This design comes from an exercise in tuning for small area, a short achievable clock period and few clock cycles per item on the open sky130 flow, not from production work.
The RTL was checked by simulation tests, not by an equivalence proof against the original design.

==> flow/design.v <==
package odss_pkg;
    localparam int SIDE_W = 5;                           
    localparam int IN_W   = 48;                          
    localparam int OUT_W  = 24;                          
    localparam logic [4:0] SIDE_RESET = 5'd4;              
    localparam logic [1023:0] T_WTS = 1024'h84218421428428427a59bc6384848484216379a58426842657842157000000004214214224242424342134210000000021212121000000000000000000000000;
    function automatic logic [31:0] f_wts(input logic [4:0] n);
        f_wts = T_WTS[32*n +: 32];
    endfunction
    localparam logic [191:0] T_VFAC = 192'he31aa4799510309184081000;
    function automatic logic [5:0] f_vfac(input logic [4:0] n);
        f_vfac = T_VFAC[6*n +: 6];
    endfunction
    localparam logic [255:0] T_HALF = 256'h80808080808080808080808080808080716255483d32292019120d0805020101;
    function automatic logic [7:0] f_half(input logic [4:0] n);
        f_half = T_HALF[8*n +: 8];
    endfunction
    localparam logic [2047:0] T_KIDX = 2048'he1e0dfdedddcdbdad9d8d7d6d5d4d3d2e2a9a8a7a6a5a4a3a2a1a09f9e9d9cd1e3aa797877767574737271706f6e9bd0e4ab7a51504f4e4d4c4b4a49486d9acfe5ac7b5231302f2e2d2c2b2a476c99cee6ad7c533219181716151429466b98cde7ae7d54331a090807061328456a97cce8af7e55341b0a0100051227446996cbe9b07f56351c0b0203041126436895caeab18057361d0c0d0e0f1025426794c9ebb28158371e1f2021222324416693c8ecb3825938393a3b3c3d3e3f406592c7edb4835a5b5c5d5e5f606162636491c6eeb58485868788898a8b8c8d8e8f90c5efb6b7b8b9babbbcbdbebfc0c1c2c3c4f0f1f2f3f4f5f6f7f8f9fafbfcfdfeff;
    function automatic logic [7:0] f_kidx(input logic [7:0] ab);
        f_kidx = T_KIDX[8*ab +: 8];
    endfunction
endpackage
module odss_front #(
    parameter int QD = 4
) (
    input  logic        i_clk,
    input  logic        i_rst_n,
    input  logic        i_pix_in,
    output logic        o_s_tready,
    input  logic        i_pv,
    input  logic [3:0]  i_pd,
    output logic        o_m_tvalid,
    input  logic        i_m_tready,
    output logic [23:0] o_m_tdata,
    output logic [0:0]  o_m_tuser
);
    localparam int CW = $clog2(QD + 2);
    logic          r_rdy;
    logic [CW-1:0] r_cred;       
    logic [CW-1:0] w_cred;
    logic          r_ov;
    logic [3:0]    r_od;
    logic [3:0]    r_q [QD];
    logic [CW-1:0] r_qn;
    logic [CW-1:0] w_qn;         
    logic          w_pop;
    logic          w_load;
    assign w_pop  = r_ov && i_m_tready;
    assign w_load = !r_ov || i_m_tready;
    assign w_cred = r_cred + CW'(i_pix_in) - CW'(w_pop);
    assign w_qn   = (w_load && r_qn != '0) ? r_qn - CW'(1) : r_qn;
    always_ff @(posedge i_clk) begin
        if (!i_rst_n) begin
            r_cred <= '0;
            r_rdy  <= 1'b1;
            r_ov   <= 1'b0;
            r_qn   <= '0;
        end else begin
            r_cred <= w_cred;
            r_rdy  <= (w_cred != CW'(QD + 1));
            if (w_load) begin
                r_ov <= (r_qn != '0) || i_pv;
            end
            r_qn <= w_qn + CW'(i_pv && !(w_load && r_qn == '0));
        end
    end
    always_ff @(posedge i_clk) begin
        if (w_load) begin
            r_od <= (r_qn != '0) ? r_q[0] : i_pd;
        end
        for (int i = 0; i < QD; i++) begin
            if (w_load && r_qn != '0) begin
                if (CW'(i) + CW'(1) < r_qn) begin
                    r_q[i] <= (i + 1 < QD) ? r_q[(i + 1) % QD] : i_pd;
                end else if (CW'(i) + CW'(1) == r_qn) begin
                    r_q[i] <= i_pd;
                end
            end else if (!w_load && CW'(i) == r_qn) begin
                r_q[i] <= i_pd;
            end
        end
    end
    assign o_s_tready = r_rdy;
    assign o_m_tvalid = r_ov;
    assign o_m_tdata  = {{8{r_od[2]}}, {8{r_od[1]}}, {8{r_od[0]}}};
    assign o_m_tuser  = r_od[3];
endmodule
module odss_back (
    input  logic        i_clk,
    input  logic        i_rst_n,
    input  logic [4:0]  i_cfg,      
    input  logic        i_beat,
    input  logic        i_mode,
    input  logic [47:0] i_data,
    output logic        o_pv,
    output logic [3:0]  o_pd        
);
    function automatic logic [6:0] f_wsum(input logic [11:0] x,
                                          input logic [31:0] wts);
        logic [6:0] s;
        s = {3'd0, x[3:0]};
        for (int i = 4; i < 12; i++) begin
            s = s + (x[i] ? {3'd0, wts[4*(i-4) +: 4]} : 7'd0);
        end
        f_wsum = s;
    endfunction
    function automatic logic [6:0] f_rsub(input logic [6:0] s,
                                          input logic [4:0] n,
                                          input int         k);
        logic [7:0] d;
        d = {1'b0, s >> k} - {3'b0, n};
        f_rsub = d[7] ? s : 7'((d[6:0] << k) | (s & 7'((1 << k) - 1)));
    endfunction
    function automatic logic f_lt8(input logic [7:0] a, input logic [7:0] b);
        logic l;
        l = 1'b0;
        for (int i = 0; i < 8; i++) begin
            l = (~a[i] & b[i]) | ((~a[i] | b[i]) & l);
        end
        f_lt8 = l;
    endfunction
    logic        r1_v, r1_pix;
    logic [11:0] r1_x, r1_y;
    logic [7:0]  r1_c [3];
    logic [4:0]  r_sn;
    logic [5:0]  r_vf;           
    logic [31:0] r_wts;          
    logic        r_sb;
    logic        r2_v, r2_b;
    logic [4:0]  r2_n;
    logic [6:0]  r2_sx, r2_sy;
    logic [7:0]  r2_ph [3];
    logic [2:0]  r2_e;
    logic        r3_v, r3_b;
    logic [4:0]  r3_n;
    logic [5:0]  r3_sx, r3_sy;
    logic [7:0]  r3_t [3];
    logic        r4_v, r4_b;
    logic [4:0]  r4_n;
    logic [7:0]  r4_m;
    logic [7:0]  r4_t [3];
    logic [31:0] w_wts;
    logic [5:0]  w_vfac;
    logic [15:0] w_p [3];
    logic [6:0]  w_sx3, w_sy3, w_sx4, w_sy4;
    logic [4:0]  w_sn_nx;
    logic [4:0]  w_nm1;
    logic [7:0]  w_ab;
    logic [7:0]  w_k;
    logic [7:0]  w_half;
    logic        w_u;
    logic [7:0]  w_hb [3];
    always_ff @(posedge i_clk) begin
        if (!i_rst_n) begin
            r1_v <= 1'b0;
            r2_v <= 1'b0;
            r3_v <= 1'b0;
            r4_v <= 1'b0;
            r_sb <= 1'b0;
        end else begin
            r1_v <= i_beat;
            r2_v <= r1_v && r1_pix;
            r3_v <= r2_v;
            r4_v <= r3_v;
            if (r1_v && !r1_pix) begin
                r_sb <= 1'b1;
            end
        end
    end
    always_ff @(posedge i_clk) begin
        if (r1_v && !r1_pix) begin
            r_sn <= i_cfg;
        end
    end
    assign w_sn_nx = (r1_v && !r1_pix) ? i_cfg : r_sn;
    always_ff @(posedge i_clk) begin
        r_vf  <= odss_pkg::f_vfac(w_sn_nx);
        r_wts <= odss_pkg::f_wts(w_sn_nx);
    end
    always_ff @(posedge i_clk) begin
        r1_pix  <= i_mode;
        r1_x    <= i_data[11:0];
        r1_y    <= i_data[23:12];
        r1_c[0] <= i_data[31:24];
        r1_c[1] <= i_data[39:32];
        r1_c[2] <= i_data[47:40];
    end
    assign w_wts   = r_wts;
    assign w_vfac  = r_vf;
    always_comb begin
        for (int j = 0; j < 3; j++) begin
            w_p[j] = 16'(16'(r1_c[j]) * 16'(w_vfac) << 2)
                   + (r_sn[0] ? 16'(r1_c[j]) << 1 : 16'(r1_c[j]));
        end
    end
    always_ff @(posedge i_clk) begin
        r2_b  <= r_sb;
        r2_n  <= r_sn;
        r2_sx <= f_wsum(r1_x, w_wts);
        r2_sy <= f_wsum(r1_y, w_wts);
        for (int j = 0; j < 3; j++) begin
            r2_ph[j] <= r_sn[4] ? r1_c[j] : w_p[j][15:8];
            r2_e[j]  <= (r1_c[j] == 8'd128) && r_sn[0];
        end
    end
    assign w_sx3 = f_rsub(f_rsub(r2_sx, r2_n, 3), r2_n, 2);
    assign w_sy3 = f_rsub(f_rsub(r2_sy, r2_n, 3), r2_n, 2);
    always_ff @(posedge i_clk) begin
        r3_b  <= r2_b;
        r3_n  <= r2_n;
        r3_sx <= w_sx3[5:0];
        r3_sy <= w_sy3[5:0];
        for (int j = 0; j < 3; j++) begin
            r3_t[j] <= r2_ph[j] - 8'(r2_e[j]);
        end
    end
    assign w_sx4 = f_rsub(f_rsub({1'b0, r3_sx}, r3_n, 1), r3_n, 0);
    assign w_sy4 = f_rsub(f_rsub({1'b0, r3_sy}, r3_n, 1), r3_n, 0);
    always_ff @(posedge i_clk) begin
        r4_b  <= r3_b;
        r4_n  <= r3_n;
        r4_m  <= {w_sx4[3:0], w_sy4[3:0]};
        for (int j = 0; j < 3; j++) begin
            r4_t[j] <= r3_t[j];
        end
    end
    assign w_nm1 = r4_n - 5'd1;
    assign w_ab  = {r4_m[7:4] - r4_n[4:1] + 4'd8, r4_m[3:0] - w_nm1[4:1] + 4'd7};
    assign w_k   = odss_pkg::f_kidx(w_ab);
    assign w_half = odss_pkg::f_half(r4_n);
    assign w_u    = f_lt8(w_k, w_half);
    assign o_pv = r4_v;
    always_comb begin
        o_pd[3] = r4_b;
        for (int j = 0; j < 3; j++) begin
            w_hb[j] = w_half + {1'b0, r4_t[j][7:1]};
            o_pd[j] = r4_b && (f_lt8(w_k, {1'b0, r4_t[j][7:1]})
                               || (r4_t[j][0] && w_k == {1'b0, r4_t[j][7:1]})
                               || (!w_u && f_lt8(w_k, w_hb[j])));
        end
    end
endmodule
module ordered_dither_spiral_screen_unit (
    input  logic                          i_clk,
    input  logic                          i_rst_n,
    input  logic                          i_cfg_valid,
    output logic                          o_cfg_ready,
    input  logic [odss_pkg::SIDE_W-1:0]   i_cfg_data,     
    input  logic                          s_axis_tvalid,
    output logic                          s_axis_tready,
    input  logic [odss_pkg::IN_W-1:0]     s_axis_tdata,
    input  logic [0:0]                    s_axis_tuser,   
    output logic                          m_axis_tvalid,
    input  logic                          m_axis_tready,
    output logic [odss_pkg::OUT_W-1:0]    m_axis_tdata,
    output logic [0:0]                    m_axis_tuser    
);
    logic [4:0] r_cfg;           
    logic       w_beat;
    logic       w_pix_in;
    logic       w_pv;
    logic [3:0] w_pd;
    assign o_cfg_ready = 1'b1;
    always_ff @(posedge i_clk) begin
        if (!i_rst_n) begin
            r_cfg <= odss_pkg::SIDE_RESET;
        end else if (i_cfg_valid) begin
            if (i_cfg_data == '0) begin
                r_cfg <= 5'd1;
            end else if (i_cfg_data > 5'd16) begin
                r_cfg <= 5'd16;
            end else begin
                r_cfg <= i_cfg_data;
            end
        end
    end
    assign w_beat   = s_axis_tvalid && s_axis_tready;
    assign w_pix_in = w_beat && s_axis_tuser[0];
    odss_back u_back (
        .i_clk    (i_clk),
        .i_rst_n  (i_rst_n),
        .i_cfg    (r_cfg),
        .i_beat   (w_beat),
        .i_mode   (s_axis_tuser[0]),
        .i_data   (s_axis_tdata),
        .o_pv     (w_pv),
        .o_pd     (w_pd)
    );
    odss_front #(.QD(5)) u_out (
        .i_clk      (i_clk),
        .i_rst_n    (i_rst_n),
        .i_pix_in   (w_pix_in),
        .o_s_tready (s_axis_tready),
        .i_pv       (w_pv),
        .i_pd       (w_pd),
        .o_m_tvalid (m_axis_tvalid),
        .i_m_tready (m_axis_tready),
        .o_m_tdata  (m_axis_tdata),
        .o_m_tuser  (m_axis_tuser)
    );
endmodule
==> flow/config.mk <==
export PLATFORM = sky130hd
export DESIGN_NAME = ordered_dither_spiral_screen_unit
export DESIGN_NICKNAME = ordered_dither_spiral_screen_unit
export VERILOG_FILES = /design/flow/design.v
export SDC_FILE = /design/flow/constraint.sdc
export NUM_CORES = 4
export LEC_CHECK = 0
export ABC_AREA = 1
export CAP_MARGIN = 20
export CORE_MARGIN = 2
export CORE_UTILIZATION = 40
export PLACE_DENSITY = 0.6
export SETUP_SLACK_MARGIN = 5
export SLEW_MARGIN = 20
==> flow/constraint.sdc <==
create_clock -name core_clock -period 10.0 [get_ports {i_clk}]
set_input_delay 2.0000 -clock core_clock [delete_from_list [all_inputs] [get_ports {i_clk}]]
set_output_delay 2.0000 -clock core_clock [all_outputs]
set_load 0.01 [all_outputs]
run.sh (not shown) runs the stock make flow with config.mk's settings and CLKGATE_MAP_FILE= SYNTH_SCRIPT=/design/flow/synth_recipe.tcl, a recipe that flattens the netlist after the stock synthesis.
Testbench counts at the start, summed over its fixed seeds: cycles 13,195, items 12,795.
==> next run, changes <==
--- a/flow/design.v
+++ b/flow/design.v
@@ -112,4 +112,12 @@
         f_rsub = d[7] ? s : 7'((d[6:0] << k) | (s & 7'((1 << k) - 1)));
     endfunction
+    function automatic logic f_lt(input logic [6:0] a, input logic [6:0] b);
+        logic l;
+        l = 1'b0;
+        for (int i = 0; i < 7; i++) begin
+            l = (~a[i] & b[i]) | ((~a[i] | b[i]) & l);
+        end
+        f_lt = l;
+    endfunction
     function automatic logic f_lt8(input logic [7:0] a, input logic [7:0] b);
         logic l;
@@ -138,12 +146,15 @@
     logic        r4_v, r4_b;
     logic [4:0]  r4_n;
-    logic [7:0]  r4_m;
+    logic [7:0]  r4_m;           
     logic [7:0]  r4_t [3];
     logic [31:0] w_wts;
     logic [5:0]  w_vfac;
     logic [15:0] w_p [3];
+    logic [15:0] w_pp [3][7];
     logic [6:0]  w_sx3, w_sy3, w_sx4, w_sy4;
     logic [4:0]  w_sn_nx;
     logic [4:0]  w_nm1;
+    logic [3:0]  w_kx0, w_kx1, w_ky0, w_ky1;
+    logic        w_gx, w_gy;
     logic [7:0]  w_ab;
     logic [7:0]  w_k;
@@ -190,6 +201,11 @@
     always_comb begin
         for (int j = 0; j < 3; j++) begin
-            w_p[j] = 16'(16'(r1_c[j]) * 16'(w_vfac) << 2)
-                   + (r_sn[0] ? 16'(r1_c[j]) << 1 : 16'(r1_c[j]));
+            for (int i = 0; i < 6; i++) begin
+                w_pp[j][i] = w_vfac[i] ? 16'(r1_c[j]) << (i + 2) : 16'd0;
+            end
+            w_pp[j][6] = r_sn[4] ? 16'(r1_c[j]) << 8 :
+                         r_sn[0] ? 16'(r1_c[j]) << 1 : 16'(r1_c[j]);
+            w_p[j] = w_pp[j][0] + w_pp[j][1] + w_pp[j][2] + w_pp[j][3]
+                   + w_pp[j][4] + w_pp[j][5] + w_pp[j][6];
         end
     end
@@ -200,5 +216,5 @@
         r2_sy <= f_wsum(r1_y, w_wts);
         for (int j = 0; j < 3; j++) begin
-            r2_ph[j] <= r_sn[4] ? r1_c[j] : w_p[j][15:8];
+            r2_ph[j] <= w_p[j][15:8];
             r2_e[j]  <= (r1_c[j] == 8'd128) && r_sn[0];
         end
@@ -215,17 +231,24 @@
         end
     end
-    assign w_sx4 = f_rsub(f_rsub({1'b0, r3_sx}, r3_n, 1), r3_n, 0);
-    assign w_sy4 = f_rsub(f_rsub({1'b0, r3_sy}, r3_n, 1), r3_n, 0);
+    assign w_sx4 = f_rsub({1'b0, r3_sx}, r3_n, 1);
+    assign w_sy4 = f_rsub({1'b0, r3_sy}, r3_n, 1);
+    assign w_nm1 = r3_n - 5'd1;
+    assign w_kx0 = r3_n[4:1] + 4'd8;                  
+    assign w_kx1 = r3_n[3:0] + r3_n[4:1] + 4'd8;      
+    assign w_ky0 = w_nm1[4:1] + 4'd9;                 
+    assign w_ky1 = r3_n[3:0] + w_nm1[4:1] + 4'd9;     
+    assign w_gx  = !f_lt(w_sx4, {2'b0, r3_n});
+    assign w_gy  = !f_lt(w_sy4, {2'b0, r3_n});
+    assign w_ab  = {w_sx4[3:0] - (w_gx ? w_kx1 : w_kx0),
+                    w_sy4[3:0] - (w_gy ? w_ky1 : w_ky0)};
     always_ff @(posedge i_clk) begin
         r4_b  <= r3_b;
         r4_n  <= r3_n;
-        r4_m  <= {w_sx4[3:0], w_sy4[3:0]};
+        r4_m  <= w_ab;
         for (int j = 0; j < 3; j++) begin
             r4_t[j] <= r3_t[j];
         end
     end
-    assign w_nm1 = r4_n - 5'd1;
-    assign w_ab  = {r4_m[7:4] - r4_n[4:1] + 4'd8, r4_m[3:0] - w_nm1[4:1] + 4'd7};
-    assign w_k   = odss_pkg::f_kidx(w_ab);
+    assign w_k   = odss_pkg::f_kidx(r4_m);
     assign w_half = odss_pkg::f_half(r4_n);
     assign w_u    = f_lt8(w_k, w_half);
Cell area goes down by 5.6%.
Fmax rose by 0.84%.
Synthesized cell count came out lower by 5.2%.
Hold slack improves by 3.7 ps.
Core utilization went down by 2.4 points.
Area after synthesis goes down by 1.3%.
Worst setup slack gains 40 ps.
Die area shrinks by 1.3%.
Wire length drops by 7.5%.
Flip-flop and latch count does not change.
Via count went down by 6.8%.
Testbench counts after the change, summed over its fixed seeds: cycles 13,195, items 12,795.

[port drivers added, routing unchanged]
No port has a modelled driver above. Below, the same layouts with a new extraction and two added sets of constraints.
Step 1 (the two cells are an assumption about what drives the block):
set clk [get_ports {i_clk}]
set_driving_cell -lib_cell sky130_fd_sc_hd__clkbuf_16 $clk
set_driving_cell -lib_cell sky130_fd_sc_hd__buf_2 [delete_from_list [all_inputs] $clk]
Step 2, shift: input delay + t, output delay - t, t = (earliest + latest rising clock arrival at the registers) / 2. This alone moves slack from input paths to output paths.
a / b / c = no drivers / after step 1 / after step 2; a / b = the first two.
| run | t, ns | setup slack, ns | hold slack, ns | worst setup path after step 2 | worst data-port slew with drivers (ns) |
|---|---|---|---|---|---|
| the first run | 0.601 | 5.186 / 5.186 / 5.186 | 0.321 / 0.321 / 0.321 | register to register | 0.04 |
| the second run | 0.629 | 5.226 / 5.226 / 5.226 | 0.325 / 0.325 / 0.325 | register to register | 0.04 |
After both steps setup and hold are still met in every run listed.
